From an optimization exercise on the open Yosys and OpenROAD flow, aimed at small area, a short achievable clock period and few clock cycles per item; shortcuts taken in it are not production practice. At most, simulation tests tie the RTL to the original design; equivalence was not proved. No functional check of the RTL was part of runs 4 and 5. Power figures rest on the tool's default switching activity, not on a simulated workload.

==> design.v <==
package fbrc_pkg;
   localparam int ENTRIES = 16;
   localparam int COUNT_W = 16;
   localparam int FD_W    = 16;
   localparam int BN_W    = 31;
   localparam int KEY_W   = FD_W + BN_W;
   localparam int SLOT_W  = 4;
   localparam int CFG_W   = 5;
   localparam logic [CFG_W-1:0] NEW_SECTION_RESET = 5'd4;
   localparam logic [CFG_W-1:0] OLD_SECTION_RESET = 5'd8;
endpackage
module frequency_based_cache_replacement_core (
   input  logic        clock,
   input  logic        reset,
   input  logic        req_tvalid,
   output logic        req_tready,
   input  logic [47:0] req_tdata,
   output logic        rsp_tvalid,
   input  logic        rsp_tready,
   output logic [55:0] rsp_tdata,
   output logic [1:0]  rsp_tuser,
   input  logic        csr_valid,
   output logic        csr_ready,
   input  logic [0:0]  csr_index,
   input  logic [4:0]  csr_data
);
   localparam int N  = fbrc_pkg::ENTRIES;
   localparam int KW = fbrc_pkg::KEY_W;
   localparam int CW = fbrc_pkg::COUNT_W;
   localparam int SW = fbrc_pkg::SLOT_W;
   localparam int RW = 2 + SW + KW;    
   logic [4:0] new_size, old_size;
   assign csr_ready = 1'b1;
   always_ff @(posedge clock) begin
      if (reset) begin
         new_size <= fbrc_pkg::NEW_SECTION_RESET;
         old_size <= fbrc_pkg::OLD_SECTION_RESET;
      end else if (csr_valid) begin
         if (csr_index[0]) old_size <= csr_data;
         else              new_size <= csr_data;
      end
   end
   logic [KW-1:0] key  [N];
   logic [CW-1:0] cnt  [N];
   logic [SW-1:0] slot [N];
   logic [N-1:0]  v;                 
   logic [SW-1:0] occ;               
   logic [N-1:0]  lt [N];            
   logic          a_v, b_v;          
   logic [KW-1:0] a_key, b_key;
   logic [N-1:0]  b_m;               
   logic [CW-1:0] b_c;               
   logic [SW-1:0] b_s;               
   logic          h_v, s_v;
   logic [RW-1:0] h_d, s_d;
   logic          rdy;
   logic          go, deq, adv;
   logic          a_v_n, b_v_n, h_v_n, s_v_n;
   assign go  = b_v & ~(h_v & s_v);
   assign adv = a_v & (~b_v | go);
   assign deq = h_v & rsp_tready;
   assign a_v_n = (a_v & ~adv) | (req_tvalid & rdy);
   assign b_v_n = (b_v & ~go) | adv;
   always_comb begin
      h_v_n = h_v;
      s_v_n = s_v;
      if (go) begin
         if (h_v & ~deq) s_v_n = 1'b1;
         h_v_n = 1'b1;
      end else if (deq) begin
         h_v_n = s_v;
         s_v_n = 1'b0;
      end
   end
   always_ff @(posedge clock) begin
      if (reset) begin
         a_v <= 1'b0;
         b_v <= 1'b0;
         h_v <= 1'b0;
         s_v <= 1'b0;
         rdy <= 1'b1;
      end else begin
         a_v <= a_v_n;
         b_v <= b_v_n;
         h_v <= h_v_n;
         s_v <= s_v_n;
         rdy <= ~(a_v_n & b_v_n & h_v_n & s_v_n);
      end
   end
   always_ff @(posedge clock) begin
      if (rdy) a_key <= req_tdata[KW-1:0];
   end
   assign req_tready = rdy;
   logic [N-1:0]  m0;
   logic [CW-1:0] c0;
   logic [SW-1:0] s0;
   logic          same;              
   always_comb begin
      c0 = '0;
      s0 = '0;
      for (int i = 0; i < N; i++) begin
         m0[i] = v[i] && (key[i] == a_key);
         c0 = c0 | ({CW{m0[i]}} & cnt[i]);
         s0 = s0 | ({SW{m0[i]}} & slot[i]);
      end
   end
   assign same = (a_key == b_key);
   logic [N-1:0]  vict, inwin, newm, sh, hth, vth;
   logic          hit, full, ev, in_new, inc;
   logic [4:0]    win;
   logic [CW-1:0] cnew, cp1;
   logic [SW-1:0] sv, snew;
   logic [KW-1:0] evk;
   logic [N-1:0]  lt_p, lt_q, lt_o, lt_n;
   assign full = v[N-1];
   assign win  = (old_size == 5'd0) ? 5'd1 : (old_size > 5'd16) ? 5'd16 : old_size;
   always_comb begin
      for (int i = 0; i < N; i++) begin
         inwin[i] = ({1'b0, win} >= 6'(N - i));
         newm[i]  = ({1'b0, new_size} > 6'(i));
      end
   end
   always_comb begin
      for (int i = 0; i < N; i++) begin
         vict[i] = inwin[i];
         for (int j = 0; j < N; j++) begin
            if (j > i) vict[i] = vict[i] & lt[i][j];
            if (j < i) vict[i] = vict[i] & ~(inwin[j] & lt[j][i]);
         end
      end
   end
   assign hit = |b_m;
   assign ev  = ~hit & full;
   assign in_new = |(b_m & newm);
   always_comb begin
      sv  = '0;
      evk = '0;
      for (int i = 0; i < N; i++) begin
         sv  = sv  | ({SW{vict[i]}} & slot[i]);
         evk = evk | ({KW{vict[i]}} & key[i]);
      end
   end
   assign inc  = ~in_new & ~(&b_c);
   assign cp1  = b_c + CW'(1);
   assign cnew = hit ? (inc ? cp1 : b_c) : CW'(1);
   assign snew = hit ? b_s : full ? sv : occ;
   always_comb begin
      logic hm, vm;
      hm = 1'b0;
      vm = 1'b0;
      for (int i = N - 1; i >= 0; i--) begin
         hm = hm | b_m[i];
         vm = vm | vict[i];
         hth[i] = hm;
         vth[i] = vm;
      end
      sh[0] = 1'b1;
      for (int i = 1; i < N; i++) begin
         sh[i] = hit ? hth[i] : full ? vth[i] : v[i-1];
      end
   end
   always_comb begin
      for (int k = 0; k < N; k++) begin
         lt_p[k] = (cp1 < cnt[k]);
         lt_q[k] = (b_c < cnt[k]);
         lt_o[k] = |cnt[k][CW-1:1];
      end
      lt_n = '0;
      for (int j = 1; j < N; j++) begin
         if (sh[j]) lt_n[j] = hit ? (inc ? lt_p[j-1] : lt_q[j-1]) : lt_o[j-1];
         else       lt_n[j] = hit ? (inc ? lt_p[j]   : lt_q[j])   : lt_o[j];
      end
   end
   always_ff @(posedge clock) begin
      if (go) begin
         key[0]  <= b_key;
         cnt[0]  <= cnew;
         slot[0] <= snew;
         lt[0]   <= lt_n;
         for (int i = 1; i < N; i++) begin
            if (sh[i]) begin
               key[i]  <= key[i-1];
               cnt[i]  <= cnt[i-1];
               slot[i] <= slot[i-1];
            end
         end
         for (int a = 1; a < N; a++) begin
            for (int b = a + 1; b < N; b++) begin
               if (sh[b])      lt[a][b] <= lt[a-1][b-1];
               else if (sh[a]) lt[a][b] <= lt[a-1][b];
            end
         end
      end
   end
   always_ff @(posedge clock) begin
      if (reset) begin
         v   <= '0;
         occ <= '0;
      end else if (go & ~hit & ~full) begin
         v   <= {v[N-2:0], 1'b1};
         occ <= occ + SW'(1);
      end
   end
   always_ff @(posedge clock) begin
      if (adv) begin
         b_key <= a_key;
         if (go) begin
            b_m[0] <= same;
            for (int i = 1; i < N; i++) b_m[i] <= sh[i] ? m0[i-1] : m0[i];
            b_c <= same ? cnew : c0;
            b_s <= same ? snew : s0;
         end else begin
            b_m <= m0;
            b_c <= c0;
            b_s <= s0;
         end
      end
   end
   logic [RW-1:0] res;
   assign res = {ev, hit, snew, ev ? evk : KW'(0)};
   always_ff @(posedge clock) begin
      if (go) begin
         if (~h_v | deq) h_d <= res;
         if (h_v)        s_d <= res;
      end else if (deq) begin
         h_d <= s_d;
      end
   end
   assign rsp_tvalid = h_v;
   assign rsp_tuser  = h_d[RW-1:RW-2];
   assign rsp_tdata  = {5'b0, h_d[KW-1:0], h_d[KW+SW-1:KW]};
endmodule
==> run.sh <==
#!/bin/bash
# synth_recipe.tcl (not shown) runs the flow's synth.tcl, then flattens the netlist and writes it again
# the make line also repeats each setting of config.mk as NAME=value (left out here)
make -C /OpenROAD-flow-scripts/flow DESIGN_CONFIG=/design/flow/config.mk WORK_HOME=/design/flow/orfs CLKGATE_MAP_FILE= SYNTH_SCRIPT=/design/flow/synth_recipe.tcl finish
==> config.mk <==
export PLATFORM = sky130hd
export DESIGN_NAME = frequency_based_cache_replacement_core
export DESIGN_NICKNAME = frequency_based_cache_replacement_core
export VERILOG_FILES = /design/flow/design.v
export SDC_FILE = /design/flow/constraint.sdc
export NUM_CORES = 4
export LEC_CHECK = 0
export ABC_CLOCK_PERIOD_IN_PS = 3500
export CAP_MARGIN = 20
export CORE_MARGIN = 2
export CORE_UTILIZATION = 40
export SETUP_SLACK_MARGIN = 5
export SLEW_MARGIN = 20
==> constraint.sdc <==
create_clock -name core_clock -period 10.0 [get_ports {clock}]
set_input_delay 2.0000 -clock core_clock [delete_from_list [all_inputs] [get_ports {clock}]]
set_output_delay 2.0000 -clock core_clock [all_outputs]
set_load 0.01 [all_outputs]
==> impl_summary.log, run 1 <==
[metrics] result of the run: no timing/DRC/antenna violations
[metrics] Fin Clk Skew: 0.0487 ns
[metrics] sequential cell area: between 40000 and 50000 um^2
[metrics] largest stage delay on the critical path: between 0.5 and 0.6 ns
[metrics] critical path data required time: 10.52 ns
[metrics] sink count of the clock tree: 1463
[metrics] R2R depth: 11
[metrics] H-Tree Level Count: 4
[metrics] number of vias per cell: 6.47
[metrics] simple logic cell fraction of the synthesized area: 9.27%
[metrics] maxcap violations: 0
[metrics] area used by multi-input combinational logic: 32000 um^2
[metrics] worst voltage drop across the vdd grid: between 0.15 and 0.2 mV
[metrics] design internal power: between 10 and 15 mW
[metrics] number of global-route vias before repair: 54900
[metrics] Pwr per Cell Area: 162 nW/um^2
[metrics] setup TNS: 0 ns
[metrics] Fmax achieved: 200 MHz
[metrics] post-CTS clock slew at the launch and capture registers of the worst setup and hold paths: 0.06 ns
[metrics] adder-cell share of the synthesized area: 7.77%
[metrics] effective utilization at floorplan: 40.3%
[metrics] number of enable-type register cells in the synthesized netlist: 1428
[metrics] arrival time at the worst endpoint: about 5.5 ns
[metrics] path type of the worst min-delay path: reg2reg
[metrics] number of setup violations in the final report: 0
[metrics] share of flip-flops with an asynchronous set or reset after synthesis: 0%
[metrics] WS Path Type: reg2reg
[metrics] cells along the critical path: buf_4, o211a_1, or2_1, a222oi_1, and4_2, buf_4, a2111oi_1, o21ba_4, nand2b_4, clkinv_4, buf_6
[metrics] worst reg2reg endpoint: key[13][19]
[metrics] maximum count of clock buffers along a single path: 3
[metrics] Netlist Area Pre-Place: 77800 um^2
[metrics] pin count of the biggest net entering global routing: 69
[metrics] synth unique cells: a little under 100
[metrics] share of the yosys chip area belonging to registers: between 50% and 60%
[metrics] register-to-register path setup slack: between 5 and 6 ns
[metrics] total of flip-flops plus latches after synthesis: approximately 1500
[metrics] global-route wire length before repair: 452000 um
[metrics] number of placed I/O pins: 120
[metrics] proportion of layout cells with a drive suffix above 1: 10.3%
[metrics] top_reg_cell synth: sky130_fd_sc_hd__edfxtp_1
[metrics] compound-cell area share of the yosys netlist: approximately 13%
[metrics] period utilization: 50.0%
[metrics] total of warnings raised by yosys: 5
[metrics] Die X-Extent: 445 um
[metrics] RSZ-0062 raised after global routing: false
[metrics] Most common cell on crit path: sky130_fd_sc_hd__buf_4
[metrics] number of fillers in the final layout: 17500
[metrics] overflow left after global routing: 0
[metrics] final wirelength: about 330000 um
[metrics] CTS root buf: sky130_fd_sc_hd__clkbuf_16
[metrics] switching power share of the total: about a quarter
[metrics] nature of the critical path endpoint: flop
[metrics] remaining antenna violation count after routing: 0
[metrics] die height: 445 um
[metrics] standby leakage power: about 32 nW
[metrics] Layout area overhead: 13.3%
[metrics] Slew @ Worst Pin: ~1.2 ns
[metrics] minimum clock period after layout: 5.00 ns
[metrics] portion of netlist area occupied by mux cells: under 10%
[metrics] post-synthesis cell count: 6230
[metrics] worst-path cell with the longest stage delay: sky130_fd_sc_hd__a2111oi_1
[metrics] share of total power in combinational logic: 7.5%
[metrics] number of port buffers: 112
[metrics] startpoint type of the worst setup path: flop
[metrics] total number of nets in the final design: 6932
[metrics] First-pass DRT Iterations: 8
[metrics] worst reg2reg path startpoint: old_size[2]
[metrics] die footprint: 198000 um^2
[metrics] fraction of power consumed by sequential logic: about 50%
[metrics] detailed placer's ending HPWL: 247000 um
[metrics] switching power total: between 3 and 4 mW
[metrics] aggregate global-route resource usage: between 30 and 40%
[metrics] number of vias in the routed layout: 58500
[metrics] worst skew pair latency: between 0.8 and 0.9 ns
[metrics] clock buffers created by TritonCTS: 167
[metrics] combinational family with the most area after synthesis: compound AO/OA/AOI/OAI gates
[metrics] DRC violations left: 0
[metrics] Iteration-0 DRC Markers: between 9000 and 10000
[metrics] Worst Hold Launch: b_key[42]
[metrics] mean instance size in the synthesized netlist: between 10 and 15 um^2
[metrics] Placement Rows: 161
[metrics] number of cells on the worst hold path: 0
[metrics] fraction of power consumed by the clock network: 43.2%
[metrics] crit path max fanout: 42
[metrics] number of pins exceeding their max-slew limit in the final report: 0
[metrics] final hold viol count: 0
[metrics] fraction of synthesized cell area in xor and xnor cells: 8.66%
[metrics] post-layout power: around 14 mW
[metrics] routed wire length per instance: 36.6 um
[metrics] Hold Path Sink: key[0][42]
[metrics] CTS tree: yes
[metrics] CORE AREA: approximately 190000 um^2
[metrics] Max-slew headroom: a little over 20%
[metrics] number of antenna violations at the first check in global routing: 21
[metrics] final estimated routing congestion in global placement: 1.05
## final cells by class
class	count	area share (%)
Sequential cell	1463	49.5
Multi-Input combinational cell	4115	36.4
Clock buffer	203	4.95
Tap cell	2526	3.59
Timing Repair Buffer	305	3.04
Inverter	339	1.51
Clock inverter	101	1.09
Antenna cell	2	0.00568
## per-stage QoR
step | utilization (%) | instance area (um^2) | hold slack, ns | instances | setup WS (ns)
after CTS | 45.6 | 88000 | 0.455 | 9048 | 5.01
after floorplan | - | 77800 | 0.421 | 6234 | 5.04
after global placement | 42.7 | 82400 | 0.452 | 8739 | 3.61
after global routing | 45.7 | 88100 | 0.463 | 9053 | 4.93
final | 45.7 | 88100 | 0.464 | 9054 | 5.00
after detailed placement | 42.7 | 82400 | 0.455 | 8739 | 3.74
## cell usage after synthesis (13+ instances only)
cell | number | share of area [%]
sky130_fd_sc_hd__a21o_1 | 114 | 1.1
sky130_fd_sc_hd__nand2_1 | 425 | 2.1
sky130_fd_sc_hd__nor3_1 | 69 | 0.44
sky130_fd_sc_hd__o21a_1 | 26 | 0.25
sky130_fd_sc_hd__ha_1 | 482 | 7.8
sky130_fd_sc_hd__buf_2 | 103 | 0.66
sky130_fd_sc_hd__nand4_1 | 245 | 2.0
sky130_fd_sc_hd__mux2_1 | 26 | 0.38
sky130_fd_sc_hd__clkbuf_1 | 189 | 0.91
sky130_fd_sc_hd__nand2b_1 | 41 | 0.33
sky130_fd_sc_hd__mux2_2 | 111 | 1.6
sky130_fd_sc_hd__a221o_1 | 33 | 0.42
sky130_fd_sc_hd__and3_1 | 16 | 0.13
sky130_fd_sc_hd__a31oi_1 | 28 | 0.23
sky130_fd_sc_hd__nor2b_1 | 31 | 0.25
sky130_fd_sc_hd__dfxtp_1 | 35 | 0.90
sky130_fd_sc_hd__buf_1 | 15 | 0.072
sky130_fd_sc_hd__nand3_1 | 67 | 0.43
sky130_fd_sc_hd__inv_1 | 335 | 1.6
sky130_fd_sc_hd__and4_1 | 21 | 0.24
sky130_fd_sc_hd__edfxtp_1 | 1428 | 55
sky130_fd_sc_hd__or4_1 | 15 | 0.14
sky130_fd_sc_hd__a21oi_1 | 183 | 1.2
sky130_fd_sc_hd__o31ai_1 | 20 | 0.19
sky130_fd_sc_hd__mux2i_1 | 13 | 0.17
sky130_fd_sc_hd__xnor2_1 | 266 | 3.0
sky130_fd_sc_hd__and4b_1 | 18 | 0.23
sky130_fd_sc_hd__a22oi_1 | 215 | 2.1
sky130_fd_sc_hd__xor2_1 | 503 | 5.7
sky130_fd_sc_hd__o21ai_0 | 161 | 1.0
sky130_fd_sc_hd__o2111ai_1 | 17 | 0.19
sky130_fd_sc_hd__a22o_1 | 169 | 1.9
sky130_fd_sc_hd__nor4_1 | 223 | 1.8
sky130_fd_sc_hd__nor2_1 | 163 | 0.79
sky130_fd_sc_hd__a211o_1 | 15 | 0.17
sky130_fd_sc_hd__o211ai_1 | 24 | 0.23
sky130_fd_sc_hd__a222oi_1 | 30 | 0.39
sky130_fd_sc_hd__a2111oi_0 | 25 | 0.28
sky130_fd_sc_hd__a221oi_1 | 96 | 1.1
sky130_fd_sc_hd__a211oi_1 | 53 | 0.51
## logic make-up after synthesis
logic type,after synthesis
AOI/OAI and AO/OA,1328
xor gates and xnor gates,769
adders and majority gates,483
buffers and inverters,656
DFF,1463
muxes,150
other,2
and+or+nand+nor,1379
## how the worst max path moves through the flow
stage                  end  cells past startpoint        start  slack (ns)
6_report       key[13][19]                     11  old_size[2]        5.00
5_1_grt        key[13][19]                     11  old_size[4]        4.93
4_1_cts           lt[0][7]                     15       b_c[2]        5.01
3_5_place_dp   key[14][19]                     11  old_size[4]        3.74
3_3_place_gp     key[6][0]                     10  old_size[4]        3.61
2_1_floorplan       b_c[0]                      3          h_v        5.04
## sequential cells by signal, indices dropped and copies added, names as in the netlist, 16 cells and up
| register | cells |
|---|---|
| b_m | 16 |
| s_d | 53 |
| h_d | 53 |
| lt | 120 |
| a_key | 47 |
| v | 16 |
| b_c | 16 |
| b_key | 47 |
| slot | 64 |
| key | 752 |
| cnt | 256 |
## cells in the final DEF, fill, tap and decap left out, types with 65 or more instances in the layout
cell type,instances
sky130_fd_sc_hd__inv_1,320
sky130_fd_sc_hd__nand3_1,65
sky130_fd_sc_hd__xnor2_1,259
sky130_fd_sc_hd__a22oi_1,215
sky130_fd_sc_hd__clkbuf_16,168
sky130_fd_sc_hd__ha_1,482
sky130_fd_sc_hd__a21oi_1,183
sky130_fd_sc_hd__nand2_1,421
sky130_fd_sc_hd__xor2_1,501
sky130_fd_sc_hd__buf_4,177
sky130_fd_sc_hd__nand4_1,245
sky130_fd_sc_hd__mux2_2,111
sky130_fd_sc_hd__nor2_1,159
sky130_fd_sc_hd__a22o_1,169
sky130_fd_sc_hd__a21o_1,114
sky130_fd_sc_hd__clkdlybuf4s50_1,111
sky130_fd_sc_hd__edfxtp_1,1428
sky130_fd_sc_hd__o21ai_0,161
sky130_fd_sc_hd__nor4_1,204
sky130_fd_sc_hd__a221oi_1,96
## per-layer routing
layer	global-route usage [%]	wire [um]	share of wire [%]	vias up
met4	11.9	14000	4.2	14
met2	46.4	137000	41	3990
li1	-	-	-	24400
met3	9.81	41500	13	581
met1	46.8	138000	42	29500
met5	0	86	0.026	-
## power by group through the flow
| stage | sequential, mW | clock [mW] | combinational (mW) |
|---|---|---|---|
| floorplan | 7.08 | 0 | 0.588 |
| global placement | 7.14 | 0 | 1.03 |
| detailed placement | 7.15 | 0 | 1.03 |
| CTS | 7.02 | 6.20 | 1.05 |
| global route | 7.03 | 6.44 | 1.12 |
| finish | 7.02 | 6.15 | 1.07 |
## critical path, delay by kind of cell (launching register included)
kind / cells / cell delay, ns
buffers and inverters: 4 / 1.47
DFF: 1 / 0.30
AOI/OAI and AO/OA: 4 / 1.57
and+or+nand+nor: 3 / 1.17
## timing repair
item | 4_1_cts | 5_1_grt
endpoints found under the setup margin | 921 | 527
hold endpoints to repair | 0 | 0
setup buffers | 5 | 4
gates resized for setup | 48 | 17
pin swaps | 4 | 1
hold buffers | 0 | 0
Testbench counts, summed over its fixed seeds: cycles 4,024, items 4,000.
==> inputs of run 2 (changes only) <==
--- a/config.mk
+++ b/config.mk
@@ -6,8 +6,6 @@
 export NUM_CORES = 4
 export LEC_CHECK = 0
-export ABC_CLOCK_PERIOD_IN_PS = 3500
 export CAP_MARGIN = 20
 export CORE_MARGIN = 2
 export CORE_UTILIZATION = 40
-export SETUP_SLACK_MARGIN = 5
 export SLEW_MARGIN = 20
==> run 2 against run 1 <==
  * Sequential power is essentially flat
  * Worst hold slack worse by 0.030 ns
  * Highest routed layer unchanged
  * Critical path type unchanged
  * Global-route usage about the same
  * Design area down 0.38%
  * Clock-buffer cell count grew 7
  * Die area did not move
  * Combinational power about the same
  * Largest cell class unchanged
  * Total power barely moved
  * Maximum frequency shrank 25%
==> impl_summary.log, run 2 <==
[metrics] result of the run: no timing/DRC/antenna violations
[metrics] dominant cell type by area after synthesis: sky130_fd_sc_hd__edfxtp_1
[metrics] number of enable-type register cells in the synthesized netlist: 1428 (unchanged)
[metrics] global-route wire length before repair: 453000 um (+0.41%)
[metrics] final hold viol count: 0 (unchanged)
[metrics] die height: 445 um (unchanged)
[metrics] effective utilization at floorplan: 40.3% (unchanged)
[metrics] Pwr per Cell Area: 162 nW/um^2 (+0.37%)
[metrics] Netlist Area Pre-Place: 77800 um^2 (unchanged)
[metrics] largest stage delay on the critical path: 1.08 ns (+0.51 ns)
[metrics] proportion of layout cells with a drive suffix above 1: 9.78% (-0.54 points)
[metrics] Fin Clk Skew: 0.0734 ns (+0.0247 ns)
[metrics] CORE AREA: 193000 um^2 (unchanged)
[metrics] pin count of the biggest net entering global routing: 68 (-1.4%)
[metrics] clock buffers created by TritonCTS: 166 (-0.60%)
[metrics] family with the most delay on the worst path: simple AND/OR/NAND/NOR gates
[metrics] fraction of synthesized cell area taken by the top area cell type: 55.1% (unchanged)
[metrics] post-CTS clock slew at the launch and capture registers of the worst setup and hold paths: 0.06 ns (about the same)
[metrics] number of buffers inserted by hold repair at cts: 0 (unchanged)
[metrics] H-Tree Level Count: 4 (unchanged)
[metrics] number of global-route vias before repair: 55900 (+1.8%)
[metrics] WS Path Type: reg2reg
[metrics] worst voltage drop across the vdd grid: 0.114 mV (-36%)
[metrics] routed wire length per instance: 36.6 um (about the same)
[metrics] sequential cell area: 43600 um^2 (about the same)
[metrics] DRC violations left: 0 (unchanged)
[metrics] maximum count of clock buffers along a single path: 3 (unchanged)
[metrics] Layout area overhead: 12.9%
[metrics] First-pass DRT Iterations: 8 (unchanged)
[metrics] worst-path cell with the longest stage delay: sky130_fd_sc_hd__o211ai_2
[metrics] max reg flops: 752 (unchanged)
[metrics] total number of nets in the final design: 6916 (-0.23%)
[metrics] post-synthesis cell count: 6230 (unchanged)
[metrics] sink count of the clock tree: 1463 (unchanged)
[metrics] die footprint: 198000 um^2 (unchanged)
[metrics] Fmax achieved: 149 MHz (-25%)
[metrics] number of pins exceeding their max-slew limit in the final report: 0 (unchanged)
[metrics] commonest cells after routing, fill and taps aside: 1428 x sky130_fd_sc_hd__edfxtp_1, 503 x sky130_fd_sc_hd__xor2_1, 482 x sky130_fd_sc_hd__ha_1
[metrics] final wirelength: 331000 um (-0.15%)
[metrics] nature of the critical path endpoint: flop
[metrics] worst hold margin: 0.435 ns (-0.0298 ns)
[metrics] number of buffers inserted by post-CTS setup repair: 0 (-5)
[metrics] number of vias in the routed layout: 58600 (+0.053%)
[metrics] number of vias per cell: 6.48 (+0.17%)
[metrics] Iteration-0 DRC Markers: 9326 (+1.1%)
[metrics] Slew @ Worst Pin: 1.21 ns (+0.0273 ns)
[metrics] minimum clock period after layout: 6.69 ns (+1.69 ns)
[metrics] number of setup violations in the final report: 0 (unchanged)
[metrics] total of warnings raised by yosys: 5 (unchanged)
[metrics] aggregate global-route resource usage: 32.7% (about the same)
[metrics] overflow left after global routing: 0 (unchanged)
[metrics] share of the yosys chip area belonging to registers: 56.0% (unchanged)
[metrics] number of port buffers: 112 (unchanged)
[metrics] setup TNS: 0 ns (unchanged)
[metrics] final estimated routing congestion in global placement: 1.03 (-1.5%)
[metrics] path type of the worst min-delay path: reg2reg
[metrics] Max-slew headroom: 18.6% (-1.8 points)
[metrics] arrival time at the worst endpoint: 7.14 ns (+1.63 ns)
[metrics] CTS root buf: sky130_fd_sc_hd__clkbuf_16
[metrics] number of antenna violations at the first check in global routing: 18 (-14%)
[metrics] register with the most flip-flops: key
[metrics] commonest non-fill, non-tap cell in the layout: sky130_fd_sc_hd__edfxtp_1
[metrics] startpoint type of the worst setup path: flop
[metrics] top_reg_cell synth: sky130_fd_sc_hd__edfxtp_1
[metrics] mean instance size in the synthesized netlist: 12.5 um^2 (unchanged)
[metrics] # resized after CTS: 0 (-100%)
[metrics] total of flip-flops plus latches after synthesis: 1463 (unchanged)
[metrics] Most common cell on crit path: sky130_fd_sc_hd__buf_4
[metrics] worst skew pair latency: 0.86 ns (about the same)
[metrics] largest registers in the final layout: key: 752 flops, cnt: 256 flops, lt: 120 flops
[metrics] area used by multi-input combinational logic: 31900 um^2 (-0.48%)
[metrics] number of placed I/O pins: 120 (unchanged)
[metrics] top post-synthesis cells by area: sky130_fd_sc_hd__edfxtp_1 55%, sky130_fd_sc_hd__ha_1 7.8%, sky130_fd_sc_hd__xor2_1 5.7%
[metrics] maxcap violations: 0 (unchanged)
[metrics] Synth top cells by count: 1428 x sky130_fd_sc_hd__edfxtp_1, 503 x sky130_fd_sc_hd__xor2_1, 482 x sky130_fd_sc_hd__ha_1
[metrics] cells along the critical path: buf_4, or2_1, and2_1, a222oi_1, and4b_2, a211oi_4, nand3_1, o211ai_2, clkinv_2, buf_4
[metrics] Crit path buffers/inverters: 3 (-1)
[metrics] share of flip-flops with an asynchronous set or reset after synthesis: 0% (unchanged)
[metrics] RSZ-0062 raised after global routing: false
[metrics] crit path max fanout: 47 (+12%)
[metrics] Die X-Extent: 445 um (unchanged)
[metrics] period utilization: 66.9% (+17 points)
[metrics] synth unique cells: 97 (unchanged)
[metrics] standby leakage power: 32.2 nW (-0.46%)
[metrics] critical path data required time: 10.45 ns (-0.07 ns)
[metrics] Placement Rows: 161 (unchanged)
[metrics] number of fillers in the final layout: 17400 (-0.50%)
[metrics] CTS tree: yes
[metrics] remaining antenna violation count after routing: 0 (unchanged)
[metrics] detailed placer's ending HPWL: 244000 um (-1.4%)
[metrics] most instantiated library cell after synthesis: sky130_fd_sc_hd__edfxtp_1
run 2: cell counts after synthesis:
No cell type changed its count.
run 2: report_power, final:
| part | internal (mW) | switching (mW) |
|---|---|---|
| clock network | 3.44 | 2.72 |
| registers | 6.86 | 0.169 |
| logic | 0.344 | 0.723 |
run 2: cell type report:
| cell class | instances | area share, % |
|---|---|---|
| clock buffer | 210 | 5.03 |
| tap | 2526 | 3.60 |
| antenna | 6 | 0.0171 |
| multi-input combinational | 4115 | 36.3 |
| sequential | 1463 | 49.7 |
| timing repair buffer | 290 | 2.83 |
| inverter | 339 | 1.48 |
| clock inverter | 94 | 1.08 |
run 2: final timing paths:
| check | from | to | slack (ns) | cells past startpoint |
|---|---|---|---|---|
| max | old_size[4] | key[6][13] | 3.31 | 10 |
| min | key[6][31] | key[7][31] | 0.43 | 0 |
| max reg2reg | old_size[4] | key[6][13] | 3.31 | 10 |
| min reg2reg | key[6][31] | key[7][31] | 0.43 | 0 |
run 2: logic make-up after synthesis:
| group | Yosys count | synth area share [%] |
|---|---|---|
| buf+inv | 656 | 3.38 |
| compound gates | 1328 | 12.7 |
| simple gates | 1379 | 9.27 |
| other cells | 2 | 0.00966 |
| fa+ha+maj | 483 | 7.77 |
| xor+xnor | 769 | 8.66 |
| mux | 150 | 2.15 |
| flops | 1463 | 56.0 |
run 2: per-stage QoR:
| step | cells | utilization, % | area [um^2] | worst slack (ns) | power [mW] |
|---|---|---|---|---|---|
| floorplan | 6234 | - | 77800 | 4.09 | 7.67 |
| global placement | 8732 | 42.7 | 82400 | 3.59 | 8.17 |
| detailed placement | 8733 | 42.7 | 82400 | 3.51 | 8.18 |
| CTS | 9037 | 45.5 | 87800 | 3.48 | 14.3 |
| global route | 9040 | 45.5 | 87800 | 3.16 | 14.6 |
| finish | 9043 | 45.5 | 87800 | 3.31 | 14.2 |
run 2: routing by layer:
metal	share of wire, %	GRT usage, %	routed length (um)	vias to the layer above
met5	0.035	0	117	-
met2	41	46.2	136000	4187
met4	4.5	13.2	15000	16
met3	14	10.4	45000	698
met1	41	46.1	134000	29300
li1	-	-	-	24400
==> inputs of run 3 (changes only) <==
--- a/design.v
+++ b/design.v
@@ -30,13 +30,20 @@
    localparam int SW = fbrc_pkg::SLOT_W;
    localparam int RW = 2 + SW + KW;    
-   logic [4:0] new_size, old_size;
+   logic [N-1:0] newm, inwin;
+   logic [N-1:0] newm_w, inwin_w;
    assign csr_ready = 1'b1;
+   always_comb begin
+      for (int i = 0; i < N; i++) begin
+         newm_w[i]  = ({1'b0, csr_data} > 6'(i));
+         inwin_w[i] = (csr_data == 5'd0) ? (i == N - 1) : ({1'b0, csr_data} >= 6'(N - i));
+      end
+   end
    always_ff @(posedge clock) begin
       if (reset) begin
-         new_size <= fbrc_pkg::NEW_SECTION_RESET;
-         old_size <= fbrc_pkg::OLD_SECTION_RESET;
+         newm  <= N'(16'h000f);    
+         inwin <= N'(16'hff00);    
       end else if (csr_valid) begin
-         if (csr_index[0]) old_size <= csr_data;
-         else              new_size <= csr_data;
+         if (csr_index[0]) inwin <= inwin_w;
+         else              newm  <= newm_w;
       end
    end
@@ -106,19 +113,15 @@
    end
    assign same = (a_key == b_key);
-   logic [N-1:0]  vict, inwin, newm, sh, hth, vth;
+   logic [N-1:0]  vict, sh, hth, vth;
    logic          hit, full, ev, in_new, inc;
-   logic [4:0]    win;
    logic [CW-1:0] cnew, cp1;
    logic [SW-1:0] sv, snew;
    logic [KW-1:0] evk;
-   logic [N-1:0]  lt_p, lt_q, lt_o, lt_n;
+   logic [N-1:0]  lt_c, lt_n;
    assign full = v[N-1];
-   assign win  = (old_size == 5'd0) ? 5'd1 : (old_size > 5'd16) ? 5'd16 : old_size;
-   always_comb begin
-      for (int i = 0; i < N; i++) begin
-         inwin[i] = ({1'b0, win} >= 6'(N - i));
-         newm[i]  = ({1'b0, new_size} > 6'(i));
-      end
-   end
+   function automatic logic less(input logic [CW-1:0] a, input logic [CW-1:0] b);
+      less = 1'b0;
+      for (int i = 0; i < CW; i++) less = (~a[i] & b[i]) | (~(a[i] ^ b[i]) & less);
+   endfunction
    always_comb begin
       for (int i = 0; i < N; i++) begin
@@ -161,14 +164,7 @@
    end
    always_comb begin
-      for (int k = 0; k < N; k++) begin
-         lt_p[k] = (cp1 < cnt[k]);
-         lt_q[k] = (b_c < cnt[k]);
-         lt_o[k] = |cnt[k][CW-1:1];
-      end
+      for (int k = 0; k < N; k++) lt_c[k] = less(cnew, cnt[k]);
       lt_n = '0;
-      for (int j = 1; j < N; j++) begin
-         if (sh[j]) lt_n[j] = hit ? (inc ? lt_p[j-1] : lt_q[j-1]) : lt_o[j-1];
-         else       lt_n[j] = hit ? (inc ? lt_p[j]   : lt_q[j])   : lt_o[j];
-      end
+      for (int j = 1; j < N; j++) lt_n[j] = sh[j] ? lt_c[j-1] : lt_c[j];
    end
    always_ff @(posedge clock) begin
==> flow/run.sh (new file) <==
#!/bin/bash
set -euo pipefail
MARGIN=$(cat flow/margin.txt)
sed "s/SETUP_SLACK_MARGIN=5/SETUP_SLACK_MARGIN=${MARGIN}/" standard.sh > standard_margin.sh
grep -q "SETUP_SLACK_MARGIN=${MARGIN}" standard_margin.sh
bash standard_margin.sh > make.log 2>&1
==> flow/margin.txt (new file) <==
6.5
==> standard.sh (new file) <==
#!/bin/bash
# synth_recipe.tcl (not shown) runs the flow's synth.tcl, then flattens the netlist and writes it again
# the make line also repeats each setting of config.mk as NAME=value (left out here)
make -C /OpenROAD-flow-scripts/flow DESIGN_CONFIG=/design/flow/config.mk WORK_HOME=/design/flow/orfs CLKGATE_MAP_FILE= SYNTH_SCRIPT=/design/flow/synth_recipe.tcl "${@:-finish}"
--- a/config.mk
+++ b/config.mk
@@ -9,3 +9,4 @@
 export CORE_MARGIN = 2
 export CORE_UTILIZATION = 40
+export SETUP_SLACK_MARGIN = 5
 export SLEW_MARGIN = 20
removed: run.sh
==> run 3 against run 2 <==
  * Non-clock buffer count rose by 374
  * Clock-buffer cell count increased by 6
  * Clock skew down 0.035 ns
  * Global-route usage up 6.5 points
  * Combinational power increased by 28%
  * Clock power shrank 3%
  * Via count fell by 3.8%
  * Core utilization is 5.8 points higher
  * Die area down 8.9%
  * Sequential share of layout area decreased by 0.81 points
  * Worst hold slack better by 0.027 ns
  * Cell count decreased by 9.9%
  * Critical path type unchanged
  * Critical endpoint is now lt[0][13]
  * Largest cell class unchanged
  * Highest routed layer unchanged
==> impl_summary.log, run 3 <==
[metrics] aggregate global-route resource usage: 39.2% (+6.5 points)
[metrics] RSZ-0062 raised after global routing: true
[metrics] top post-synthesis cells by area: sky130_fd_sc_hd__edfxtp_1 61%, sky130_fd_sc_hd__xor2_1 6.5%, sky130_fd_sc_hd__ha_1 4.3%
[metrics] number of vias in the routed layout: 56300 (-3.8%)
[metrics] effective utilization at floorplan: 40.2% (-0.12 points)
[metrics] number of pins exceeding their max-slew limit in the final report: 0 (unchanged)
[metrics] worst voltage drop across the vdd grid: 0.114 mV (about the same)
[metrics] nature of the critical path endpoint: flop
[metrics] Max-slew headroom: 22.9% (+4.3 points)
[metrics] share of flip-flops with an asynchronous set or reset after synthesis: 0% (unchanged)
[metrics] Layout area overhead: 27.5%
[metrics] die height: 425 um (-4.6%)
[metrics] number of global-route vias before repair: 50400 (-9.9%)
[metrics] final estimated routing congestion in global placement: 1.11 (+7.2%)
[metrics] remaining antenna violation count after routing: 0 (unchanged)
[metrics] startpoint type of the worst setup path: flop
[metrics] mean instance size in the synthesized netlist: 13.8 um^2 (+11%)
[metrics] register-to-register path setup slack: 5.79 ns (+2.48 ns)
[metrics] number of setup violations in the final report: 0 (unchanged)
[metrics] Slew @ Worst Pin: 1.16 ns (-0.0530 ns)
[metrics] maximum count of clock buffers along a single path: 3 (unchanged)
[metrics] portion of netlist area occupied by mux cells: 3.15% (+1.0 points)
[metrics] post-layout power: 14.5 mW (+1.5%)
[metrics] simple logic cell fraction of the synthesized area: 7.42% (-1.9 points)
[metrics] commonest cells after routing, fill and taps aside: 1428 x sky130_fd_sc_hd__edfxtp_1, 472 x sky130_fd_sc_hd__xor2_1, 302 x sky130_fd_sc_hd__buf_4
[metrics] fraction of synthesized cell area in xor and xnor cells: 9.05% (+0.39 points)
[metrics] H-Tree Level Count: 4 (unchanged)
[metrics] routed wire length per instance: 45.7 um (+25%)
[metrics] number of placed I/O pins: 120 (unchanged)
[metrics] setup TNS: 0 ns (unchanged)
[metrics] max reg flops: 752 (unchanged)
[metrics] Die X-Extent: 425 um (-4.6%)
[metrics] global-route wire length before repair: 472000 um (+4.1%)
[metrics] largest registers in the final layout: key: 752 flops, cnt: 256 flops, lt: 120 flops
[metrics] CORE AREA: 176000 um^2 (-8.7%)
[metrics] pin count of the biggest net entering global routing: 62 (-8.8%)
[metrics] standby leakage power: 31.2 nW (-3.0%)
[metrics] First-pass DRT Iterations: 7 (-1)
[metrics] Synth top cells by count: 1428 x sky130_fd_sc_hd__edfxtp_1, 523 x sky130_fd_sc_hd__xor2_1, 292 x sky130_fd_sc_hd__nand2_1
[metrics] die footprint: 180000 um^2 (-8.9%)
[metrics] WS Path Type: reg2reg
[metrics] CTS root buf: sky130_fd_sc_hd__clkbuf_16
[metrics] number of antenna violations at the first check in global routing: 47 (+29)
[metrics] share of the yosys chip area belonging to registers: 62.2% (+6.2 points)
[metrics] sink count of the clock tree: 1485 (+1.5%)
[metrics] register with the most flip-flops: key
[metrics] fraction of synthesized cell area taken by the top area cell type: 60.6% (+5.5 points)
[metrics] commonest non-fill, non-tap cell in the layout: sky130_fd_sc_hd__edfxtp_1
[metrics] crit path max fanout: 8 (-83%)
[metrics] total number of nets in the final design: 5958 (-14%)
[metrics] dominant cell type by area after synthesis: sky130_fd_sc_hd__edfxtp_1
[metrics] Pwr per Cell Area: 160 nW/um^2 (-1.2%)
[metrics] overflow left after global routing: 0 (unchanged)
[metrics] period utilization: 42.1% (-25 points)
[metrics] adder-cell share of the synthesized area: 4.28% (-3.5 points)
[metrics] compound-cell area share of the yosys netlist: 11.6% (-1.1 points)
[metrics] Fin Clk Skew: 0.0384 ns (-0.0350 ns)
[metrics] worst skew pair latency: 0.85 ns (about the same)
[metrics] most instantiated library cell after synthesis: sky130_fd_sc_hd__edfxtp_1
[metrics] Iteration-0 DRC Markers: 10600 (+13%)
[metrics] critical path data required time: 10.59 ns (+0.14 ns)
[metrics] Fmax achieved: 237 MHz (+59%)
[metrics] minimum clock period after layout: 4.21 ns (-2.48 ns)
[metrics] post-CTS clock slew at the launch and capture registers of the worst setup and hold paths: 0.06 ns (about the same)
[metrics] post-synthesis cell count: 5116 (-18%)
[metrics] DRC violations left: 0 (unchanged)
[metrics] Placement Rows: 154 (-4.3%)
[metrics] final wirelength: 373000 um (+13%)
[metrics] number of buffers inserted by hold repair at cts: 0 (unchanged)
[metrics] synth unique cells: 72 (-26%)
[metrics] maxcap violations: 0 (unchanged)
[metrics] top_reg_cell synth: sky130_fd_sc_hd__edfxtp_1
[metrics] number of vias per cell: 6.91 (+6.7%)
[metrics] CTS tree: yes
[metrics] total of warnings raised by yosys: 5 (unchanged)
[metrics] detailed placer's ending HPWL: 242000 um (-0.71%)
[metrics] result of the run: no timing/DRC/antenna violations
[metrics] clock buffers created by TritonCTS: 165 (-0.60%)
[metrics] number of port buffers: 112 (unchanged)
[metrics] arrival time at the worst endpoint: 4.80 ns (-2.34 ns)
[metrics] proportion of layout cells with a drive suffix above 1: 25.7% (+16 points)
[metrics] total of flip-flops plus latches after synthesis: 1485 (+1.5%)
[metrics] combinational family with the most area after synthesis: compound AO/OA/AOI/OAI gates
[metrics] final hold viol count: 0 (unchanged)
[metrics] Netlist Area Pre-Place: 70800 um^2 (-9.0%)
[metrics] path type of the worst min-delay path: reg2reg
[metrics] number of enable-type register cells in the synthesized netlist: 1428 (unchanged)
run 3: cell count changes after synthesis, sizes merged, moves of 44 or more:
cell and delta:
o21ai -105, nor4 -59, a221oi +81, xnor2 -58, inv -237, a21o -88
nand2 -132, a21oi -102, ha -240, mux2 +44, nand4 -111, nor2 -60
buf -56
run 3: cell type report:
class                   instances  area, um^2
clock buffers                 216        4470
diodes                         26        65.1
repair buffers                664        8180
inverters                     100         495
fillers                     14700       85700
repair inverters                6        88.8
well taps                    2340        2930
flip-flops and latches       1485       44100
multi-input cells            3235       29300
clock inverters                80         596
run 3: critical path, stage by stage (launching register included):
cell                         delay [ns]
sky130_fd_sc_hd__edfxtp_1          0.46
sky130_fd_sc_hd__a22o_1            0.24
sky130_fd_sc_hd__a221oi_2          0.18
sky130_fd_sc_hd__and4_4            0.35
sky130_fd_sc_hd__nor4b_4           0.23
sky130_fd_sc_hd__buf_6             0.19
sky130_fd_sc_hd__nand2_4           0.07
sky130_fd_sc_hd__xor2_4            0.16
sky130_fd_sc_hd__nor2_4            0.19
sky130_fd_sc_hd__clkinvlp_4        0.14
sky130_fd_sc_hd__buf_12            0.16
sky130_fd_sc_hd__ha_1              0.35
sky130_fd_sc_hd__o21a_1            0.14
sky130_fd_sc_hd__o22ai_2           0.17
sky130_fd_sc_hd__nor2_1            0.10
sky130_fd_sc_hd__a211oi_4          0.41
sky130_fd_sc_hd__o21ai_4           0.14
sky130_fd_sc_hd__mux2_4            0.28
run 3: cell families after synthesis:
| kind of cell | count (synthesis) |
|---|---|
| other | 2 |
| adder cells (fa/ha/maj) | 242 |
| multiplexers | 200 |
| XOR/XNOR | 731 |
| flip-flops | 1485 |
| buffers and inverters | 402 |
| AO/OA/AOI/OAI | 1056 |
| AND/OR/NAND/NOR | 998 |
run 3: final timing paths:
path / startpoint / endpoint / cells past startpoint
worst min-delay path: inwin[15] / inwin[15] / 1
worst max register to register: b_m[15] / lt[0][13] / 17
worst min register to register: inwin[15] / inwin[15] / 1
worst max-delay path: b_m[15] / lt[0][13] / 17
run 3: power by group:
group / switching, mW / internal, mW / total (mW)
Clock: 2.65 / 3.34 / 5.98
Sequential: 0.168 / 6.95 / 7.11
Combinational: 0.920 / 0.451 / 1.37
Total: 3.73 / 10.7 / 14.5
run 3: layer usage:
layer | up-vias | wire (um) | global-route usage [%]
met5 | - | 754 | 0.344
li1 | 21300 | - | -
met3 | 1231 | 65100 | 19.5
met1 | 28400 | 135000 | 51.8
met4 | 44 | 27700 | 20.6
met2 | 5375 | 144000 | 52.0
run 3: repair_timing:
action / 4_1_cts / 5_1_grt
pin swaps: 92 / 109
hold endpoints to repair: 0 / 0
endpoints found under the setup margin: 1400 / 1031
cloned: 35 / 35
setup buffers: 226 / 106
gates resized for setup: 788 / 293
run 3: per-stage QoR:
step           cell area (um^2)  std cells  setup WS [ns]  util (%)  hold WS, ns
2_1_floorplan             71400       5120           5.75         -        0.415
3_3_place_gp              75500       7427           3.93      42.9        0.442
3_5_place_dp              75500       7428           3.81      42.9        0.444
4_1_cts                   86800       7985           5.83      49.3        0.461
5_1_grt                   90200       8131           5.71      51.3        0.478
6_report                  90200       8152           5.79      51.3        0.461
Testbench counts of run 3, summed over its fixed seeds: cycles 4,024, items 4,000.
==> inputs of run 4 (changes only) <==
--- a/design.v
+++ b/design.v
@@ -118,5 +118,5 @@
    logic [SW-1:0] sv, snew;
    logic [KW-1:0] evk;
-   logic [N-1:0]  lt_c, lt_n;
+   logic [N-1:0]  lt_p, lt_q, lt_o, lt_c, lt_n;
    assign full = v[N-1];
    function automatic logic less(input logic [CW-1:0] a, input logic [CW-1:0] b);
@@ -164,5 +164,10 @@
    end
    always_comb begin
-      for (int k = 0; k < N; k++) lt_c[k] = less(cnew, cnt[k]);
+      for (int k = 0; k < N; k++) begin
+         lt_p[k] = less(cp1, cnt[k]);
+         lt_q[k] = less(b_c, cnt[k]);
+         lt_o[k] = |cnt[k][CW-1:1];
+         lt_c[k] = hit ? (inc ? lt_p[k] : lt_q[k]) : lt_o[k];
+      end
       lt_n = '0;
       for (int j = 1; j < N; j++) lt_n[j] = sh[j] ? lt_c[j-1] : lt_c[j];
==> run 4 against run 3 <==
  * Still clean on timing, DRC and antenna
  * Die area rose by 8.1%
  * Sequential share of layout area fell by 2.0 points
  * Sequential power fell by 3.7%
  * Worst setup slack improved by 0.12 ns
  * Synthesized area rose by 8.2%
  * Clock-buffer cell count fell by 11
==> impl_summary.log, run 4 <==
[metrics] RSZ-0062 raised after global routing: true
[metrics] path type of the worst min-delay path: reg2reg
[metrics] minimum clock period after layout: 4.09 ns (-0.123 ns)
[metrics] final wirelength: 384000 um (+2.8%)
[metrics] top post-synthesis cells by area: sky130_fd_sc_hd__edfxtp_1 56%, sky130_fd_sc_hd__ha_1 7.9%, sky130_fd_sc_hd__xor2_1 6.6%
[metrics] CORE AREA: 190000 um^2 (+8.1%)
[metrics] global-route wire length before repair: 499000 um (+5.9%)
[metrics] crit path max fanout: 20 (+12)
[metrics] fin area: 94100 um^2 (+4.2%)
[metrics] nature of the critical path endpoint: flop
[metrics] Iteration-0 DRC Markers: 12300 (+17%)
[metrics] worst-path cell with the longest stage delay: sky130_fd_sc_hd__a222oi_1
[metrics] result of the run: no timing/DRC/antenna violations
[metrics] Die X-Extent: 441 um (+4.0%)
[metrics] family with the most delay on the worst path: simple AND/OR/NAND/NOR gates
[metrics] total number of nets in the final design: 6662 (+12%)
[metrics] startpoint type of the worst setup path: flop
[metrics] arrival time at the worst endpoint: 4.71 ns (-0.09 ns)
[metrics] core utilization of the finished layout: 49.5% (-1.8 points)
[metrics] remaining antenna violation count after routing: 0 (unchanged)
[metrics] critical path data required time: 10.62 ns (+0.03 ns)
[metrics] overflow left after global routing: 0 (unchanged)
[metrics] switching power share of the total: 24.9% (-0.86 points)
[metrics] CTS root buf: sky130_fd_sc_hd__clkbuf_16
[metrics] Layout area overhead: 22.9%
[metrics] PnR worst setup slack: 5.91 ns (+0.123 ns)
[metrics] maximum count of clock buffers along a single path: 3 (unchanged)
[metrics] worst setup slack after placement: 4.01 ns (+0.200 ns)
[metrics] CTS tree: yes
[metrics] maxcap violations: 0 (unchanged)
[metrics] routed wire length per instance: 43.6 um (-4.6%)
[metrics] Fmax achieved: 245 MHz (+3.0%)
[metrics] Pwr per Cell Area: 154 nW/um^2 (-4.1%)
[metrics] number of setup violations in the final report: 0 (unchanged)
[metrics] number of enable-type register cells in the synthesized netlist: 1428 (unchanged)
[metrics] number of pins exceeding their max-slew limit in the final report: 0 (unchanged)
[metrics] sink count of the clock tree: 1485 (unchanged)
[metrics] launch point of the worst path: a_key[15]
[metrics] share of flip-flops with an asynchronous set or reset after synthesis: 0% (unchanged)
[metrics] dominant cell type by area after synthesis: sky130_fd_sc_hd__edfxtp_1
[metrics] number of antenna violations at the first check in global routing: 28 (-40%)
[metrics] share of the yosys chip area belonging to registers: 57.5% (-4.7 points)
[metrics] synth unique cells: 89 (+24%)
[metrics] cells along the critical path: buf_12, xor2_4, nor4_4, nand4_1, nor4_4, bufbuf_16, a222oi_1, nand4_1, or3b_4, o21a_1
[metrics] register-to-register path setup slack: 5.91 ns (+0.12 ns)
[metrics] Fin Clk Skew: 0.0445 ns (+0.00608 ns)
[metrics] commonest cells after routing, fill and taps aside: 1428 x sky130_fd_sc_hd__edfxtp_1, 496 x sky130_fd_sc_hd__xor2_1, 455 x sky130_fd_sc_hd__ha_1
[metrics] die height: 441 um (+4.0%)
[metrics] post-CTS clock slew at the launch and capture registers of the worst setup and hold paths: 0.07 ns (about the same)
[metrics] fraction of synthesized cell area taken by the top area cell type: 56.0% (-4.6 points)
[metrics] register with the most flip-flops: key
[metrics] largest registers in the final layout: key: 752 flops, cnt: 256 flops, lt: 120 flops
[metrics] number of vias per cell: 7.11 (+3.0%)
[metrics] Crit path buffers/inverters: 2 (-1)
[metrics] worst reg2reg path startpoint: a_key[15]
[metrics] switching power total: 3.61 mW (-3.3%)
[metrics] design internal power: 10.9 mW (+1.2%)
[metrics] effective utilization at floorplan: 40.2% (about the same)
[metrics] fraction of power consumed by sequential logic: 47.4% (-1.8 points)
[metrics] setup TNS: 0 ns (unchanged)
[metrics] final hold viol count: 0 (unchanged)
[metrics] number of global-route vias before repair: 56300 (+12%)
[metrics] detailed placer's ending HPWL: 251000 um (+3.8%)
[metrics] number of fillers in the final layout: 16300 (+12%)
[metrics] WS Path Type: reg2reg
[metrics] die footprint: 195000 um^2 (+8.1%)
[metrics] Max-slew headroom: 21.3% (-1.5 points)
[metrics] Placement Rows: 160 (+3.9%)
[metrics] final estimated routing congestion in global placement: 1.17 (+5.5%)
[metrics] number of port buffers: 112 (unchanged)
[metrics] pin count of the biggest net entering global routing: 71 (+15%)
[metrics] standby leakage power: 33.1 nW (+6.0%)
[metrics] post-synthesis cell count: 5705 (+12%)
[metrics] Netlist Area Pre-Place: 76500 um^2 (+8.2%)
[metrics] largest stage delay on the critical path: 0.85 ns (+0.39 ns)
[metrics] Slew @ Worst Pin: 1.17 ns (+0.0146 ns)
[metrics] placed instance area: 81200 um^2 (+7.5%)
[metrics] total of warnings raised by yosys: 5 (unchanged)
[metrics] total of flip-flops plus latches after synthesis: 1485 (unchanged)
[metrics] proportion of layout cells with a drive suffix above 1: 22.2% (-3.4 points)
[metrics] DRC violations left: 0 (unchanged)
[metrics] most instantiated library cell after synthesis: sky130_fd_sc_hd__edfxtp_1
[metrics] Synth top cells by count: 1428 x sky130_fd_sc_hd__edfxtp_1, 576 x sky130_fd_sc_hd__xor2_1, 482 x sky130_fd_sc_hd__ha_1
[metrics] aggregate global-route resource usage: 37.7% (-1.5 points)
[metrics] number of vias in the routed layout: 62600 (+11%)
[metrics] worst skew pair latency: 0.88 ns (+0.03 ns)
[metrics] worst voltage drop across the vdd grid: 0.199 mV (+74%)
[metrics] period utilization: 40.9% (-1.2 points)
[metrics] number of buffers inserted by hold repair at cts: 0 (unchanged)
[metrics] number of placed I/O pins: 120 (unchanged)
[metrics] Worst Hold Launch: b_key[36]
[metrics] mean instance size in the synthesized netlist: 13.4 um^2 (-3.0%)
[metrics] max reg flops: 752 (unchanged)
[metrics] fraction of power consumed by the clock network: 45.1% (+3.7 points)
[metrics] share of total power in combinational logic: 7.5% (-2.0 points)
[metrics] top_reg_cell synth: sky130_fd_sc_hd__edfxtp_1
[metrics] H-Tree Level Count: 4 (unchanged)
[metrics] clock buffers created by TritonCTS: 167 (+1.2%)
[metrics] First-pass DRT Iterations: 10 (+3)
[metrics] worst hold margin: 0.446 ns (-0.0156 ns)
[metrics] commonest non-fill, non-tap cell in the layout: sky130_fd_sc_hd__edfxtp_1
==> run 4: power by group through the flow <==
stage / sequential [mW] / clock, mW / combinational (mW)
after floorplan: 6.95 / 0 / 0.459
after global placement: 6.99 / 0 / 0.841
after detailed placement: 7.00 / 0 / 0.848
after CTS: 6.85 / 6.53 / 0.973
after global routing: 6.85 / 6.74 / 1.10
final: 6.85 / 6.53 / 1.09
==> run 4: stage by stage <==
| stage | cells | total power [mW] |
|---|---|---|
| 2_1_floorplan | 5709 | 7.41 |
| 3_5_place_dp | 8194 | 7.84 |
| 4_1_cts | 8664 | 14.4 |
| 6_report | 8793 | 14.5 |
| 3_3_place_gp | 8194 | 7.84 |
| 5_1_grt | 8774 | 14.7 |
==> run 4: cells by family (layout without fill, tap and decap cells) <==
family / count (synthesis) / after routing / share of synthesized area, %
flip-flops: 1485 / 1485 / 57.5
XOR/XNOR: 773 / 773 / 8.84
other: 2 / 27 / 0.00981
AND/OR/NAND/NOR: 1063 / 1065 / 7.70
adder cells (fa/ha/maj): 482 / 482 / 7.88
AO/OA/AOI/OAI: 1298 / 1298 / 12.9
multiplexers: 183 / 183 / 2.69
buffers and inverters: 419 / 969 / 2.42
==> run 4: what timing repair did <==
item                                    4_1_cts  5_1_grt
cloned                                       22       23
resized for setup                           772      201
pin swaps                                   118       92
endpoints found under the setup margin     1347      537
setup buffers                               139       82
==> run 4: cell type report <==
type | count | area (um^2) | share of cell area (%)
clock buffers | 205 | 4460 | 4.74
diodes | 21 | 52.6 | 0.0559
flip-flops and latches | 1485 | 44100 | 46.8
repair buffers | 547 | 6210 | 6.60
inverters | 103 | 479 | 0.510
well taps | 2511 | 3140 | 3.34
clock inverters | 104 | 1190 | 1.27
repair inverters | 10 | 75.1 | 0.0798
multi-input cells | 3807 | 34400 | 36.6
==> run 4: path summary, 6_finish.rpt <==
check                     to  depth (start not counted)
setup / recovery     b_c[11]                         10
hold / removal    key[0][36]                          0
setup reg to reg     b_c[11]                         10
hold reg to reg   key[0][36]                          0
==> run 4: worst reg2reg max path: stages (launching register included) <==
cell,delay (ns)
sky130_fd_sc_hd__edfxtp_1,0.43
sky130_fd_sc_hd__buf_12,0.20
sky130_fd_sc_hd__xor2_4,0.58
sky130_fd_sc_hd__nor4_4,0.18
sky130_fd_sc_hd__nand4_1,0.20
sky130_fd_sc_hd__nor4_4,0.07
sky130_fd_sc_hd__bufbuf_16,0.32
sky130_fd_sc_hd__a222oi_1,0.88
sky130_fd_sc_hd__nand4_1,0.37
sky130_fd_sc_hd__or3b_4,0.51
sky130_fd_sc_hd__o21a_1,0.12
==> run 4: metal layers <==
metal,part of all wire (%),vias up,GRT usage (%)
li1,-,23600,-
met1,35,31200,47.4
met2,40,6068,52.6
met3,16,1646,16.8
met4,8.9,22,23.5
met5,0.10,-,0.611
==> inputs of run 5 (changes only) <==
--- a/config.mk
+++ b/config.mk
@@ -8,5 +8,6 @@
 export CAP_MARGIN = 20
 export CORE_MARGIN = 2
-export CORE_UTILIZATION = 40
+export CORE_UTILIZATION = 55
+export CTS_BUF_LIST = sky130_fd_sc_hd__clkbuf_4 sky130_fd_sc_hd__clkbuf_8
 export SETUP_SLACK_MARGIN = 5
 export SLEW_MARGIN = 20
==> run 5 against run 4 <==
  * Synthesized cell count did not move
  * First-iteration DRC count rose by 16%
  * Worst hold slack improved by 0.014 ns
  * Highest routed layer unchanged
  * Cell count fell by 6.1%
  * Critical path type unchanged
  * Die area fell by 27%
  * Still clean
  * Critical endpoint is now lt[0][15]
==> impl_summary.log, run 5 <==
[metrics] global-route wire length before repair: 500000 um (+0.20%)
[metrics] final hold viol count: 0 (unchanged)
[metrics] dominant cell type by area after synthesis: sky130_fd_sc_hd__edfxtp_1
[metrics] synth unique cells: 89 (unchanged)
[metrics] First-pass DRT Iterations: 14 (+4)
[metrics] fraction of synthesized cell area taken by the top area cell type: 56.0% (unchanged)
[metrics] die height: 377 um (-15%)
[metrics] sink count of the clock tree: 1485 (unchanged)
[metrics] share of total power in combinational logic: 8.3% (+0.8 points)
[metrics] post-synthesis cell count: 5705 (unchanged)
[metrics] total of warnings raised by yosys: 5 (unchanged)
[metrics] Slew @ Worst Pin: 1.41 ns (+0.235 ns)
[metrics] top_reg_cell synth: sky130_fd_sc_hd__edfxtp_1
[metrics] final estimated routing congestion in global placement: 1.15 (-1.1%)
[metrics] worst-path cell with the longest stage delay: sky130_fd_sc_hd__or4b_4
[metrics] RSZ-0062 raised after global routing: true
[metrics] number of vias in the routed layout: 64500 (+3.1%)
[metrics] path type of the worst min-delay path: reg2reg
[metrics] core utilization of the finished layout: 67.2% (+18 points)
[metrics] switching power total: 3.56 mW (-1.2%)
[metrics] design internal power: 9.84 mW (-9.3%)
[metrics] H-Tree Level Count: 4 (unchanged)
[metrics] commonest non-fill, non-tap cell in the layout: sky130_fd_sc_hd__edfxtp_1
[metrics] count of placed standard cells including taps: 7463 (-8.9%)
[metrics] largest registers in the final layout: key: 752 flops, cnt: 256 flops, lt: 120 flops
[metrics] largest stage delay on the critical path: 0.59 ns (-0.26 ns)
[metrics] clock buffers created by TritonCTS: 241 (+44%)
[metrics] proportion of layout cells with a drive suffix above 1: 24.5% (+2.2 points)
[metrics] number of placed I/O pins: 120 (unchanged)
[metrics] max reg flops: 752 (unchanged)
[metrics] DRC violations left: 0 (unchanged)
[metrics] nature of the critical path endpoint: flop
[metrics] worst voltage drop across the vdd grid: 0.141 mV (-29%)
[metrics] Fin Clk Skew: 0.0555 ns (+0.0110 ns)
[metrics] remaining antenna violation count after routing: 0 (unchanged)
[metrics] CORE AREA: 138000 um^2 (-28%)
[metrics] total of flip-flops plus latches after synthesis: 1485 (unchanged)
[metrics] Synth top cells by count: 1428 x sky130_fd_sc_hd__edfxtp_1, 576 x sky130_fd_sc_hd__xor2_1, 482 x sky130_fd_sc_hd__ha_1
[metrics] Placement Rows: 136 (-15%)
[metrics] die footprint: 142000 um^2 (-27%)
[metrics] most instantiated library cell after synthesis: sky130_fd_sc_hd__edfxtp_1
[metrics] Most common cell on crit path: sky130_fd_sc_hd__buf_12
[metrics] Worst Hold Launch: b_key[23]
[metrics] Fmax achieved: 252 MHz (+3.0%)
[metrics] fin area: 92600 um^2 (-1.5%)
[metrics] number of port buffers: 112 (unchanged)
[metrics] share of the yosys chip area belonging to registers: 57.5% (unchanged)
[metrics] minimum clock period after layout: 3.97 ns (-0.118 ns)
[metrics] detailed placer's ending HPWL: 249000 um (-0.61%)
[metrics] pin count of the biggest net entering global routing: 65 (-8.5%)
[metrics] standby leakage power: 33.0 nW (about the same)
[metrics] switching power share of the total: 26.6% (+1.6 points)
[metrics] total number of nets in the final design: 6771 (+1.6%)
[metrics] Max-slew headroom: 5.75% (-16 points)
[metrics] number of fillers in the final layout: 9980 (-39%)
[metrics] arrival time at the worst endpoint: 4.64 ns (-0.07 ns)
[metrics] cells along the critical path: nand2_2, nor2_4, or4b_4, nor4_4, and3_4, xnor2_4, buf_12, buf_4, buf_12, buf_6, ha_4, nand3_2, a21oi_2, a221o_1, o211ai_1, a32oi_2
[metrics] startpoint type of the worst setup path: flop
[metrics] number of antenna violations at the first check in global routing: 35 (+25%)
[metrics] result of the run: no timing/DRC/antenna violations
[metrics] number of vias per cell: 7.81 (+9.8%)
[metrics] worst skew pair latency: 1.02 ns (+0.14 ns)
[metrics] overflow left after global routing: 0 (unchanged)
[metrics] PnR worst setup slack: 6.03 ns (+0.118 ns)
[metrics] final standard cell count with taps included and fillers excluded: 8256 (-6.1%)
[metrics] CTS tree: yes
[metrics] crit path max fanout: 6 (-70%)
[metrics] worst setup slack after placement: 3.75 ns (-0.251 ns)
[metrics] fraction of power consumed by the clock network: 40.6% (-4.5 points)
[metrics] aggregate global-route resource usage: 52.3% (+15 points)
[metrics] Pwr per Cell Area: 145 nW/um^2 (-5.9%)
[metrics] number of enable-type register cells in the synthesized netlist: 1428 (unchanged)
[metrics] effective utilization at floorplan: 55.5% (+15 points)
[metrics] commonest cells after routing, fill and taps aside: 1428 x sky130_fd_sc_hd__edfxtp_1, 502 x sky130_fd_sc_hd__xor2_1, 456 x sky130_fd_sc_hd__ha_1
[metrics] final wirelength: 387000 um (+0.83%)
[metrics] placed instance area: 80200 um^2 (-1.1%)
[metrics] period utilization: 39.7% (-1.2 points)
[metrics] Netlist Area Pre-Place: 76500 um^2 (unchanged)
[metrics] post-CTS clock slew at the launch and capture registers of the worst setup and hold paths: 0.07 ns (about the same)
[metrics] worst reg2reg path startpoint: b_c[2]
[metrics] maxcap violations: 0 (unchanged)
[metrics] Layout area overhead: 21.0%
[metrics] setup TNS: 0 ns (unchanged)
[metrics] share of flip-flops with an asynchronous set or reset after synthesis: 0% (unchanged)
[metrics] number of pins exceeding their max-slew limit in the final report: 0 (unchanged)
[metrics] register with the most flip-flops: key
[metrics] maximum count of clock buffers along a single path: 3 (unchanged)
[metrics] number of global-route vias before repair: 58000 (+2.9%)
[metrics] Die X-Extent: 377 um (-15%)
[metrics] WS Path Type: reg2reg
[metrics] fraction of power consumed by sequential logic: 51.1% (+3.7 points)
[metrics] mean instance size in the synthesized netlist: 13.4 um^2 (unchanged)
[metrics] Iteration-0 DRC Markers: 14300 (+16%)
[metrics] top post-synthesis cells by area: sky130_fd_sc_hd__edfxtp_1 56%, sky130_fd_sc_hd__ha_1 7.9%, sky130_fd_sc_hd__xor2_1 6.6%
[metrics] routed wire length per instance: 46.8 um (+7.4%)
[metrics] critical path data required time: 10.67 ns (+0.05 ns)
[metrics] CTS root buf: sky130_fd_sc_hd__clkbuf_8
[metrics] launch point of the worst path: b_c[2]
[metrics] number of setup violations in the final report: 0 (unchanged)
run 5: cell counts after synthesis:
No cell type changed its count.
run 5: worst max-delay path, delay by kind of cell (launching register included):
family / cells / cell delay, ns
simple gates: 6 / 1.53
buf+inv: 4 / 0.52
xor+xnor: 1 / 0.13
compound gates: 4 / 0.83
flops: 1 / 0.43
fa+ha+maj: 1 / 0.19
run 5: final cells by class:
class,count,area (um^2),share of cell area (%)
flip-flops and latches,1485,44100,47.6
well taps,1794,2240,2.42
clock inverters,133,811,0.875
inverters,103,483,0.521
repair inverters,3,22.5,0.0243
repair buffers,586,6490,7.01
multi-input cells,3810,34500,37.3
clock buffers,317,3910,4.22
diodes,25,62.6,0.0675
run 5: final timing paths:
kind / to / slack [ns] / depth (start not counted)
setup reg to reg: lt[0][15] / 6.03 / 16
setup / recovery: lt[0][15] / 6.03 / 16
hold / removal: key[0][23] / 0.46 / 0
hold reg to reg: key[0][23] / 0.46 / 0
run 5: kinds of logic (layout without fill, tap and decap cells):
group                    Yosys count  in the layout  share of synthesized area, %
adder cells (fa/ha/maj)          482            482                          7.88
multiplexers                     183            183                          2.69
AO/OA/AOI/OAI                   1298           1298                          12.9
XOR/XNOR                         773            773                          8.84
AND/OR/NAND/NOR                 1063           1068                          7.70
flip-flops                      1485           1485                          57.5
buffers and inverters            419           1142                          2.42
other                              2             31                       0.00981
run 5: power by group through the flow:
stage | registers, mW | clock network (mW) | logic [mW]
floorplan | 6.95 | 0 | 0.459
global placement | 7.00 | 0 | 0.831
detailed placement | 7.00 | 0 | 0.839
CTS | 6.85 | 5.40 | 0.987
global route | 6.85 | 5.65 | 1.12
finish | 6.85 | 5.44 | 1.12
run 5: stage by stage:
| step | total power, mW | hold slack, ns |
|---|---|---|
| after global routing | 13.6 | 0.439 |
| final | 13.4 | 0.460 |
| after global placement | 7.83 | 0.435 |
| after floorplan | 7.41 | 0.408 |
| after CTS | 13.2 | 0.425 |
| after detailed placement | 7.84 | 0.445 |
run 5: what timing repair did:
action / 4_1_cts / 5_1_grt
hold buffers: 0 / 0
gates resized for setup: 801 / 222
buffers inserted: 188 / 89
pin swaps: 111 / 84
cloned: 25 / 16
setup endpoints to repair: 1355 / 534
run 5: routing by layer:
metal  up-vias  part of all wire (%)  wire length (um)  global-route usage (%)
met2      7072                    37            144000                    68.6
met1     31800                    35            134000                    67.7
met4        48                   7.8             30200                    26.4
li1      23900                     -                 -                       -
met3      1713                    20             77100                    30.1
met5         -                  0.39              1520                    3.74

-- afterwards: timing with drivers on the ports --
How much do the figures lean on ideal ports? The routed layouts below were timed once more, with nothing changed but the port constraints. Step 1 assumes that a clkbuf_16 drives the clock port and a buf_2 every other input. Step 2 also shifts input and output timing later by t, the mid clock arrival at the registers, as if the neighbouring blocks saw the same clock. a / b / c = no drivers / after step 1 / after step 2; a / b = the first two.
| run | t, ns | setup WS [ns] | pins driven straight from the clock port |
|---|---|---|---|
| run 1 | 0.911 | 5.005 / 5.005 / 5.005 | 1 |
| run 2 | 0.900 | 3.311 / 3.311 / 3.311 | 1 |
| run 3 | 0.925 | 5.789 / 5.789 / 5.789 | 1 |
| run 4 | 0.944 | 5.912 / 5.912 / 5.912 | 1 |
| run 5 | 1.075 | 6.030 / 6.030 / 6.018 | 1 |
After both steps every run listed still meets setup and hold. The setup slack of run 5, which loses most, moves by 0.000 ns with the drivers and by -0.012 ns with both steps.
